What follows belongs to an exercise in optimizing a design on an open flow for small area, a short achievable clock period and few clock cycles; a production flow would make more cautious choices.
The RTL was checked by simulation tests, not by an equivalence proof against the original design.

==> design/flow/design.v <==
`default_nettype none
package qsim_pkg;
  typedef enum logic [2:0] {
    IDLE,
    LOAD_HEADER,
    SETUP,
    STREAM,
    DRAIN,
    NEXT_GATE
  } seq_state_e;
  typedef logic signed [16-1:0] part_t;
  typedef logic [32-1:0] word_t;
  typedef logic [16-1:0] addr_t;
endpackage
`default_nettype wire
`timescale 1ns/1ps
`default_nettype none
module qsim_job_config
(
  input  wire                      clk,
  input  wire                      reset_n,
  input  wire                      capture_header,
  input  wire                      job_clear,
  input  wire                      gate_step,
  input  qsim_pkg::word_t               header_word,
  output logic [3-1:0] num_qubits,
  output logic                     gates_left_is_one,
  output qsim_pkg::addr_t                    gate_offset,
  output logic                     src_is_scratch
);
  logic [16-1:0] gates_left;
  qsim_pkg::addr_t                    gate_span;
  assign gate_span = 16'(1) << (2 * num_qubits);
  always_ff @(posedge clk) begin
    if (!reset_n) begin
      num_qubits <= '0;
      gates_left <= '0;
    end else if (capture_header) begin
      num_qubits <= header_word[32/2 +: 3];
      gates_left <= header_word[16-1:0];
    end else if (gate_step) begin
      gates_left <= gates_left - 1'b1;
    end
  end
  assign gates_left_is_one = (gates_left == 16'(1));
  always_ff @(posedge clk) begin
    if (!reset_n || job_clear) begin
      gate_offset    <= '0;
      src_is_scratch <= 1'b0;
    end else if (gate_step) begin
      gate_offset    <= gate_offset + gate_span;
      src_is_scratch <= !src_is_scratch;
    end
  end
endmodule
`default_nettype wire
`timescale 1ns/1ps
`default_nettype none
module qsim_seq
(
  input  wire  clk,
  input  wire  reset_n,
  input  wire  dut_valid,
  input  wire  gates_left_is_one,
  input  wire  walk_done,
  output logic dut_ready,
  output logic capture_header,
  output logic job_clear,
  output logic gate_step,
  output logic walk_start,
  output logic header_read
);
  qsim_pkg::seq_state_e state;
  qsim_pkg::seq_state_e state_next;
  always_ff @(posedge clk) begin
    if (!reset_n) begin
      state <= qsim_pkg::IDLE;
    end else begin
      state <= state_next;
    end
  end
  always_comb begin
    state_next     = state;
    dut_ready      = 1'b0;
    capture_header = 1'b0;
    job_clear      = 1'b0;
    gate_step      = 1'b0;
    walk_start     = 1'b0;
    header_read    = 1'b0;
    case (state)
      qsim_pkg::IDLE: begin
        dut_ready = 1'b1;
        if (dut_valid) begin
          state_next = qsim_pkg::LOAD_HEADER;
        end
      end
      qsim_pkg::LOAD_HEADER: begin
        header_read = 1'b1;
        job_clear   = 1'b1;
        state_next  = qsim_pkg::SETUP;
      end
      qsim_pkg::SETUP: begin
        capture_header = 1'b1;
        state_next     = qsim_pkg::STREAM;
      end
      qsim_pkg::STREAM: begin
        walk_start = 1'b1;
        state_next = qsim_pkg::DRAIN;
      end
      qsim_pkg::DRAIN: begin
        if (walk_done) begin
          state_next = qsim_pkg::NEXT_GATE;
        end
      end
      qsim_pkg::NEXT_GATE: begin
        if (gates_left_is_one) begin
          state_next = qsim_pkg::IDLE;
        end else begin
          gate_step  = 1'b1;
          state_next = qsim_pkg::STREAM;
        end
      end
      default: state_next = qsim_pkg::IDLE;
    endcase
  end
endmodule
`default_nettype wire
`timescale 1ns/1ps
`default_nettype none
module qsim_addr_gen
(
  input  wire                     clk,
  input  wire                     reset_n,
  input  wire                     walk_start,
  input  wire [3-1:0] num_qubits,
  input  qsim_pkg::addr_t              gate_offset,
  input  wire                     src_is_scratch,
  input  wire                     header_read,
  output qsim_pkg::addr_t                   gate_addr,
  output qsim_pkg::addr_t                   state_read_addr,
  output logic                    op_valid,
  output logic                    row_first,
  output logic                    op_from_scratch,
  output qsim_pkg::addr_t                   write_addr,
  output logic                    input_we,
  output logic                    scratch_we,
  output logic                    output_we,
  output qsim_pkg::addr_t                   output_addr,
  output logic                    walk_done
);
  localparam int RD_LAT = 1;
  localparam int WR_LAT = 1 + 3;
  localparam int ROW_W  = 4;
  localparam int CNT_W  = 16;
  logic [CNT_W-1:0] elem;
  logic [CNT_W-1:0] elem_last;
  logic             walking;
  logic [ROW_W-1:0] col_mask;
  logic [ROW_W-1:0] row;
  logic [ROW_W-1:0] col;
  logic             is_row_first;
  logic             is_row_last;
  logic             is_walk_last;
  assign elem_last = (CNT_W'(1) << (2 * num_qubits)) - 1'b1;
  assign col_mask  = ROW_W'((1 << num_qubits) - 1);
  assign row       = ROW_W'(elem >> num_qubits);
  assign col       = ROW_W'(elem) & col_mask;
  assign is_row_first = walking && (col == '0);
  assign is_row_last  = walking && (col == col_mask);
  assign is_walk_last = walking && (elem == elem_last);
  always_ff @(posedge clk) begin
    if (!reset_n) begin
      walking <= 1'b0;
      elem    <= '0;
    end else if (walk_start) begin
      walking <= 1'b1;
      elem    <= '0;
    end else if (walking) begin
      if (elem == elem_last) begin
        walking <= 1'b0;
      end else begin
        elem <= elem + 1'b1;
      end
    end
  end
  assign gate_addr = gate_offset + 16'(elem);
  always_comb begin
    if (header_read) begin
      state_read_addr = '0;
    end else if (src_is_scratch) begin
      state_read_addr = 16'(col);
    end else begin
      state_read_addr = 16'(col) + 1'b1;
    end
  end
  logic [RD_LAT-1:0] valid_pipe;
  logic [RD_LAT-1:0] first_pipe;
  logic [RD_LAT-1:0] scr_pipe;
  always_ff @(posedge clk) begin
    if (!reset_n) begin
      valid_pipe <= '0;
      first_pipe <= '0;
      scr_pipe   <= '0;
    end else begin
      valid_pipe[0] <= walking;
      first_pipe[0] <= is_row_first;
      scr_pipe[0]   <= src_is_scratch;
      for (int i = 1; i < RD_LAT; i++) begin
        valid_pipe[i] <= valid_pipe[i-1];
        first_pipe[i] <= first_pipe[i-1];
        scr_pipe[i]   <= scr_pipe[i-1];
      end
    end
  end
  assign op_valid        = valid_pipe[RD_LAT-1];
  assign row_first       = first_pipe[RD_LAT-1];
  assign op_from_scratch = scr_pipe[RD_LAT-1];
  logic [WR_LAT-1:0] wr_pipe;
  logic [WR_LAT-1:0] end_pipe;
  logic [WR_LAT-1:0] dst_in_pipe;
  logic [ROW_W-1:0]  row_pipe [WR_LAT];
  always_ff @(posedge clk) begin
    if (!reset_n) begin
      wr_pipe     <= '0;
      end_pipe    <= '0;
      dst_in_pipe <= '0;
      walk_done   <= 1'b0;
    end else begin
      wr_pipe[0]     <= is_row_last;
      end_pipe[0]    <= is_walk_last;
      dst_in_pipe[0] <= src_is_scratch;
      for (int i = 1; i < WR_LAT; i++) begin
        wr_pipe[i]     <= wr_pipe[i-1];
        end_pipe[i]    <= end_pipe[i-1];
        dst_in_pipe[i] <= dst_in_pipe[i-1];
      end
      walk_done <= end_pipe[WR_LAT-1];
    end
  end
  always_ff @(posedge clk) begin
    row_pipe[0] <= row;
    for (int i = 1; i < WR_LAT; i++) begin
      row_pipe[i] <= row_pipe[i-1];
    end
  end
  assign output_we   = wr_pipe[WR_LAT-1];
  assign input_we    = wr_pipe[WR_LAT-1] && dst_in_pipe[WR_LAT-1];
  assign scratch_we  = wr_pipe[WR_LAT-1] && !dst_in_pipe[WR_LAT-1];
  assign output_addr = 16'(row_pipe[WR_LAT-1]);
  assign write_addr  = dst_in_pipe[WR_LAT-1] ? output_addr + 1'b1 : output_addr;
endmodule
`default_nettype wire
`timescale 1ns/1ps
`default_nettype none
module qsim_cmac
(
  input  wire        clk,
  input  wire        reset_n,
  input  wire        op_valid,
  input  wire        row_first,
  input  wire        op_from_scratch,
  input  qsim_pkg::word_t input_data,
  input  qsim_pkg::word_t scratch_data,
  input  qsim_pkg::word_t gate_data,
  output qsim_pkg::word_t      acc
);
  localparam int FRAC = 13;
  localparam int PW   = 16;
  function automatic qsim_pkg::part_t scaled_mul(input qsim_pkg::part_t a, input qsim_pkg::part_t b);
    logic signed [2*PW-1:0] full;
    full = a * b;
    scaled_mul = PW'(full >>> FRAC);
  endfunction
  qsim_pkg::word_t state_op;
  qsim_pkg::part_t v_re;
  qsim_pkg::part_t v_im;
  qsim_pkg::part_t g_re;
  qsim_pkg::part_t g_im;
  assign state_op = op_from_scratch ? scratch_data : input_data;
  assign v_re     = state_op[32-1 -: PW];
  assign v_im     = state_op[PW-1:0];
  assign g_re     = gate_data[32-1 -: PW];
  assign g_im     = gate_data[PW-1:0];
  logic  s1_valid;
  logic  s1_first;
  qsim_pkg::part_t p_rr;
  qsim_pkg::part_t p_ii;
  qsim_pkg::part_t p_ri;
  qsim_pkg::part_t p_ir;
  always_ff @(posedge clk) begin
    if (!reset_n) begin
      s1_valid <= 1'b0;
      s1_first <= 1'b0;
    end else begin
      s1_valid <= op_valid;
      s1_first <= row_first;
    end
  end
  always_ff @(posedge clk) begin
    p_rr <= scaled_mul(g_re, v_re);
    p_ii <= scaled_mul(g_im, v_im);
    p_ri <= scaled_mul(g_re, v_im);
    p_ir <= scaled_mul(g_im, v_re);
  end
  logic  s2_valid;
  logic  s2_first;
  qsim_pkg::part_t prod_re;
  qsim_pkg::part_t prod_im;
  always_ff @(posedge clk) begin
    if (!reset_n) begin
      s2_valid <= 1'b0;
      s2_first <= 1'b0;
    end else begin
      s2_valid <= s1_valid;
      s2_first <= s1_first;
    end
  end
  always_ff @(posedge clk) begin
    prod_re <= p_rr - p_ii;
    prod_im <= p_ri + p_ir;
  end
  qsim_pkg::part_t acc_re;
  qsim_pkg::part_t acc_im;
  always_ff @(posedge clk) begin
    if (s2_valid) begin
      if (s2_first) begin
        acc_re <= prod_re;
        acc_im <= prod_im;
      end else begin
        acc_re <= acc_re + prod_re;
        acc_im <= acc_im + prod_im;
      end
    end
  end
  assign acc = {acc_re, acc_im};
endmodule
`default_nettype wire
`timescale 1ns/1ps
`default_nettype none
module qsim_top
(
  input  wire        clk,
  input  wire        reset_n,
  input  wire        dut_valid,
  output wire        dut_ready,
  output wire        q_state_input_sram_write_enable,
  output qsim_pkg::addr_t q_state_input_sram_write_address,
  output qsim_pkg::word_t q_state_input_sram_write_data,
  output qsim_pkg::addr_t q_state_input_sram_read_address,
  input  qsim_pkg::word_t q_state_input_sram_read_data,
  output wire        q_state_output_sram_write_enable,
  output qsim_pkg::addr_t q_state_output_sram_write_address,
  output qsim_pkg::word_t q_state_output_sram_write_data,
  input  qsim_pkg::word_t q_state_output_sram_read_data,
  output wire        scratchpad_sram_write_enable,
  output qsim_pkg::addr_t scratchpad_sram_write_address,
  output qsim_pkg::word_t scratchpad_sram_write_data,
  output qsim_pkg::addr_t scratchpad_sram_read_address,
  input  qsim_pkg::word_t scratchpad_sram_read_data,
  output qsim_pkg::addr_t q_gates_sram_read_address,
  input  qsim_pkg::word_t q_gates_sram_read_data
);
  logic                     capture_header;
  logic                     job_clear;
  logic                     gate_step;
  logic                     walk_start;
  logic                     walk_done;
  logic                     header_read;
  logic [3-1:0] num_qubits;
  logic                     gates_left_is_one;
  qsim_pkg::addr_t                    gate_offset;
  logic                     src_is_scratch;
  qsim_pkg::addr_t                    state_read_addr;
  qsim_pkg::addr_t                    write_addr;
  qsim_pkg::addr_t                    output_addr;
  logic                     op_valid;
  logic                     row_first;
  logic                     op_from_scratch;
  qsim_pkg::word_t                    acc;
  qsim_seq qsim_seq_i (
    .clk              (clk),
    .reset_n          (reset_n),
    .dut_valid        (dut_valid),
    .gates_left_is_one(gates_left_is_one),
    .walk_done        (walk_done),
    .dut_ready        (dut_ready),
    .capture_header   (capture_header),
    .job_clear        (job_clear),
    .gate_step        (gate_step),
    .walk_start       (walk_start),
    .header_read      (header_read)
  );
  qsim_job_config qsim_job_config_i (
    .clk              (clk),
    .reset_n          (reset_n),
    .capture_header   (capture_header),
    .job_clear        (job_clear),
    .gate_step        (gate_step),
    .header_word      (q_state_input_sram_read_data),
    .num_qubits       (num_qubits),
    .gates_left_is_one(gates_left_is_one),
    .gate_offset      (gate_offset),
    .src_is_scratch   (src_is_scratch)
  );
  qsim_addr_gen qsim_addr_gen_i (
    .clk            (clk),
    .reset_n        (reset_n),
    .walk_start     (walk_start),
    .num_qubits     (num_qubits),
    .gate_offset    (gate_offset),
    .src_is_scratch (src_is_scratch),
    .header_read    (header_read),
    .gate_addr      (q_gates_sram_read_address),
    .state_read_addr(state_read_addr),
    .op_valid       (op_valid),
    .row_first      (row_first),
    .op_from_scratch(op_from_scratch),
    .write_addr     (write_addr),
    .input_we       (q_state_input_sram_write_enable),
    .scratch_we     (scratchpad_sram_write_enable),
    .output_we      (q_state_output_sram_write_enable),
    .output_addr    (output_addr),
    .walk_done      (walk_done)
  );
  qsim_cmac qsim_cmac_i (
    .clk            (clk),
    .reset_n        (reset_n),
    .op_valid       (op_valid),
    .row_first      (row_first),
    .op_from_scratch(op_from_scratch),
    .input_data     (q_state_input_sram_read_data),
    .scratch_data   (scratchpad_sram_read_data),
    .gate_data      (q_gates_sram_read_data),
    .acc            (acc)
  );
  assign q_state_input_sram_read_address   = state_read_addr;
  assign scratchpad_sram_read_address      = state_read_addr;
  assign q_state_input_sram_write_address  = write_addr;
  assign scratchpad_sram_write_address     = write_addr;
  assign q_state_output_sram_write_address = output_addr;
  assign q_state_input_sram_write_data     = acc;
  assign scratchpad_sram_write_data        = acc;
  assign q_state_output_sram_write_data    = acc;
endmodule
`default_nettype wire
==> design/flow/run.sh <==
#!/bin/bash
# synth_recipe.tcl (not shown) runs the flow's synth.tcl, then flattens the netlist and writes it again
# the make line also repeats each setting of config.mk as NAME=value (left out here)
make -C /OpenROAD-flow-scripts/flow DESIGN_CONFIG=/design/flow/config.mk WORK_HOME=/design/flow/orfs CLKGATE_MAP_FILE= SYNTH_SCRIPT=/design/flow/synth_recipe.tcl finish
==> design/flow/config.mk <==
export PLATFORM = sky130hd
export DESIGN_NAME = qsim_top
export DESIGN_NICKNAME = qsim_top
export VERILOG_FILES = /design/flow/design.v
export SDC_FILE = /design/flow/constraint.sdc
export NUM_CORES = 4
export LEC_CHECK = 0
export CAP_MARGIN = 20
export CORE_MARGIN = 2
export CORE_UTILIZATION = 40
export SLEW_MARGIN = 20
==> design/flow/constraint.sdc <==
create_clock -name core_clock -period 9.0 [get_ports {clk}]
set_input_delay 1.8000 -clock core_clock [delete_from_list [all_inputs] [get_ports {clk}]]
set_output_delay 1.8000 -clock core_clock [all_outputs]
set_load 0.01 [all_outputs]
==> impl_metrics.py <==
metrics = {
    "outcome": {
        "outcome": "timing/DRC/antenna clean",
    },
    "setup_path": {
        "crit_end": "qsim_cmac_i.p_ri[14]",
        "start_kind": "primary input",
        "r2r_end": "qsim_cmac_i.p_ri[14]",
        "rrSetupSlack_ns": 1.40,
        "required_ns": 9.54,
        "cp.arrival_ns": 8.84,
        "cp_max_fo": 21,
        "crit_path_end_kind": "register",
        "reg2reg_depth": 24,
        "r2r-start": "qsim_addr_gen_i.dst_in_pipe[0]",
        "crit_path_start": "scratchpad_sram_read_data[1]",
        "criticalPathCategory": "in -> reg",
    },
    "route": {
        "drt-initial-drc-count": 1568,
        "routedWlPerCell_um": 17.0,
        "vias_per_cell": 4.85,
        "drc": 0,
        "routed_wl_um": 118000,
        "drtPass1Iterations": 5,
        "vias": 33500,
        "final_antenna_net_count": 0,
    },
    "floorplanning": {
        "rows": 126,
        "die_y_um": 349,
        "core_area_um2": 118000,
        "die-area_um2": 122000,
        "num_io_pins": 327,
        "start_util_pct": 40.3,
        "die_x_um": 349,
    },
    "sta": {
        "finalClockSkew_ns": 0.0245,
        "setup-tns-final_ns": 0,
        "setup_viol": 0,
        "min_period_over_period_pct": 92.3,
        "hold_viol": 0,
        "min_period_ns": 8.30,
        "relSlewSlack_pct": 39.0,
        "worst_pin_slew_ns": 0.915,
        "rsz0062_at_grt": "no",
        "finalMaxSlewViolations": 0,
        "fmax_mhz": 120,
    },
    "cts": {
        "cts_buffers": 29,
        "root_buffer": "clkbuf_16",
        "clk-insertion-delay-late_ns": 0.62,
        "path_clk_slew_ns": 0.06,
        "cts_max_level": 1,
        "cts_sinks": 219,
        "cts_tree": "built",
        "postCtsSetupRepairBufs": 0,
        "ctsHoldBuffers": 0,
        "post_cts_resized": 0,
        "clock_path_buffers": 3,
    },
    "logic_synthesis": {
        "synth_edf_count": 32,
        "ys_types": 84,
        "syn_area_per_cell_um2": 9.03,
        "syn_area_um2": 47500,
        "ys_warn_count": 5,
        "synthFlopType": "dfxtp_1",
        "synth-simple-area-share_pct": 15.7,
        "yosys.area.top_type_share_pct": 40.3,
        "synth-seq-area-share_pct": 9.90,
        "synth_mux_area_share_pct": 1.20,
        "synth_top_area_cell": "fa_1",
        "synthAdderAreaFrac_pct": 50.7,
        "async_reset_ff_share_pct": 0,
        "yosys.area_share.xor_xnor_pct": 4.02,
        "yosys_register_bits": 219,
        "synth_compound_area_share_pct": 5.24,
        "ys_top_cells_by_area": "fa_1, ha_1, inv_1",
        "synth_top_family_by_area": "adder cells",
        "syn_inst": 5259,
    },
    "cells_and_area": {
        "syn2layout_area_growth_pct": 10.6,
        "fill_cells": 11400,
        "final_core_util_pct": 44.6,
        "final_common_cell": "inv_1",
        "layout-drive-gt1-share_pct": 5.13,
        "mostFrequentLayoutCells": "inv_1, fa_1, nand2_1",
        "fin_cells": 6913,
        "nets": 6833,
    },
    "run": {
        "drv_cap": 0,
    },
    "place": {
        "dp.cells": 6858,
        "place_congestion": 0.832,
        "portBuffers": 238,
        "dp_hpwl_um": 96800,
    },
    "global_routing": {
        "grt_first_pass_wirelength_um": 197000,
        "overflow": 0,
        "grt_max_degree": 59,
        "grt_util_all_layers_pct": 20.4,
        "grt_pass1_vias": 36400,
        "antenna_found_initial": 5,
    },
    "hold_path": {
        "min_delay_path_depth": 0,
        "min_path_type": "reg -> reg",
    },
}
cell type report:
class,instances,area [um^2],area share [%]
tap,1536,1920,3.66
antenna,1,2.50,0.00476
clock buffer,39,813,1.55
sequential,219,4710,8.95
multi-input combinational,3551,36800,69.9
inverter,1187,4460,8.48
clock inverter,15,279,0.531
timing repair buffer,365,3620,6.89
worst max-delay path, stage by stage:
cell and delay (ns):
clkdlybuf4s50_1 0.57, mux2_2 0.63, buf_4 0.26, and2_1 0.16, fa_1 0.42, fa_1 0.50
ha_1 0.21, fa_1 0.48, inv_1 0.06, fa_1 0.41, inv_1 0.08, fa_1 0.43
ha_1 0.34, a211oi_1 0.23, nand2_1 0.08, o311a_1 0.41, a2111o_1 0.55, a41oi_2 0.37
a2111o_1 0.21, nand3_2 0.09, or2_4 0.25, a21oi_2 0.14, xnor2_1 0.13
Yosys cell counts (16+ instances only):
cell      count
and2_1      451
clkbuf_1    219
or3_1        16
edfxtp_1     32
or2_2        22
a21boi_0     17
nand2_1     605
fa_1        957
inv_1      1187
nand3_1      29
xnor2_1     155
ha_1        392
a211oi_1     26
a21oi_1      97
nor3_1       44
xor2_1       63
buf_4       130
nor2b_1      79
o21ai_0      86
nand2b_1     18
nor2_1      177
mux2_2       31
a21o_1       29
o21a_1       18
dfxtp_1     187
sequential cells by signal (all words and copies together) (netlist names), 3 cells and up:
signal / flops
qsim_cmac_i.prod_re: 16
qsim_job_config_i.num_qubits: 3
qsim_addr_gen_i.row_pipe: 16
qsim_job_config_i.gate_offset: 16
qsim_seq_i.state: 3
qsim_addr_gen_i.end_pipe: 4
qsim_cmac_i.p_rr: 16
qsim_cmac_i.p_ri: 16
qsim_cmac_i.p_ir: 16
qsim_job_config_i.gates_left: 16
qsim_addr_gen_i.dst_in_pipe: 4
qsim_addr_gen_i.wr_pipe: 4
qsim_cmac_i.prod_im: 16
qsim_cmac_i.acc_re: 16
qsim_cmac_i.acc_im: 16
qsim_cmac_i.p_ii: 16
qsim_addr_gen_i.elem: 16
cell families after synthesis:
group / Yosys count
compound gates: 373
xor+xnor: 218
fa+ha+maj: 1350
buf+inv: 1544
flops: 219
mux: 48
other cells: 1
simple gates: 1506
routing by layer:
| layer | up-vias | part of all wire [%] | track usage (%) |
|---|---|---|---|
| li1 | 15600 | - | - |
| met5 | - | 0.025 | 0 |
| met3 | 113 | 5.0 | 2.17 |
| met4 | 4 | 2.9 | 5.20 |
| met2 | 727 | 48 | 35.1 |
| met1 | 17000 | 44 | 27.5 |
worst min-delay path by stage:
stage	startpoint	to	slack, ns
finish	qsim_addr_gen_i.row_pipe[2][0]	qsim_addr_gen_i.row_pipe[3][0]	0.33
global route	qsim_addr_gen_i.row_pipe[1][3]	qsim_addr_gen_i.row_pipe[2][3]	0.34
CTS	qsim_addr_gen_i.row_pipe[1][3]	qsim_addr_gen_i.row_pipe[2][3]	0.33
detailed placement	qsim_addr_gen_i.row_pipe[2][0]	qsim_addr_gen_i.row_pipe[3][0]	0.31
global placement	qsim_addr_gen_i.row_pipe[2][0]	qsim_addr_gen_i.row_pipe[3][0]	0.31
floorplan	qsim_addr_gen_i.row_pipe[0][0]	qsim_addr_gen_i.row_pipe[1][0]	0.31
stage by stage:
stage	cell area [um^2]	setup slack, ns	hold WS, ns
after floorplan	47700	1.29	0.310
after global placement	51500	0.183	0.313
after detailed placement	51500	0.176	0.315
after CTS	52600	0.784	0.327
after global routing	52600	0.355	0.339
final	52600	0.696	0.328
Testbench counts, summed over its fixed seeds: cycles 17,136.

static timing again, ports no longer ideal:
The results above use ideal ports. As a check the final layout listed here was re-extracted and re-timed, cells and wires unchanged. Step 1, drivers: a clkbuf_16 drives clk and a buf_2 each remaining input, both assumed. Step 2, shift: input delay + t, output delay - t, t = (earliest + latest rising clock arrival at the registers) / 2. This alone moves slack from input paths to output paths. Three values: no drivers, after step 1, after step 2; two values: the first two.
shift t [ns]: 0.679
setup slack, ns: 0.696 / 0.740 / 0.061
worst register clock-pin slew, ns: 0.07 / 0.07
After both steps setup and hold are still met in this run. For this run, drivers alone change the setup slack by +0.044 ns; drivers and shift together by -0.635 ns.
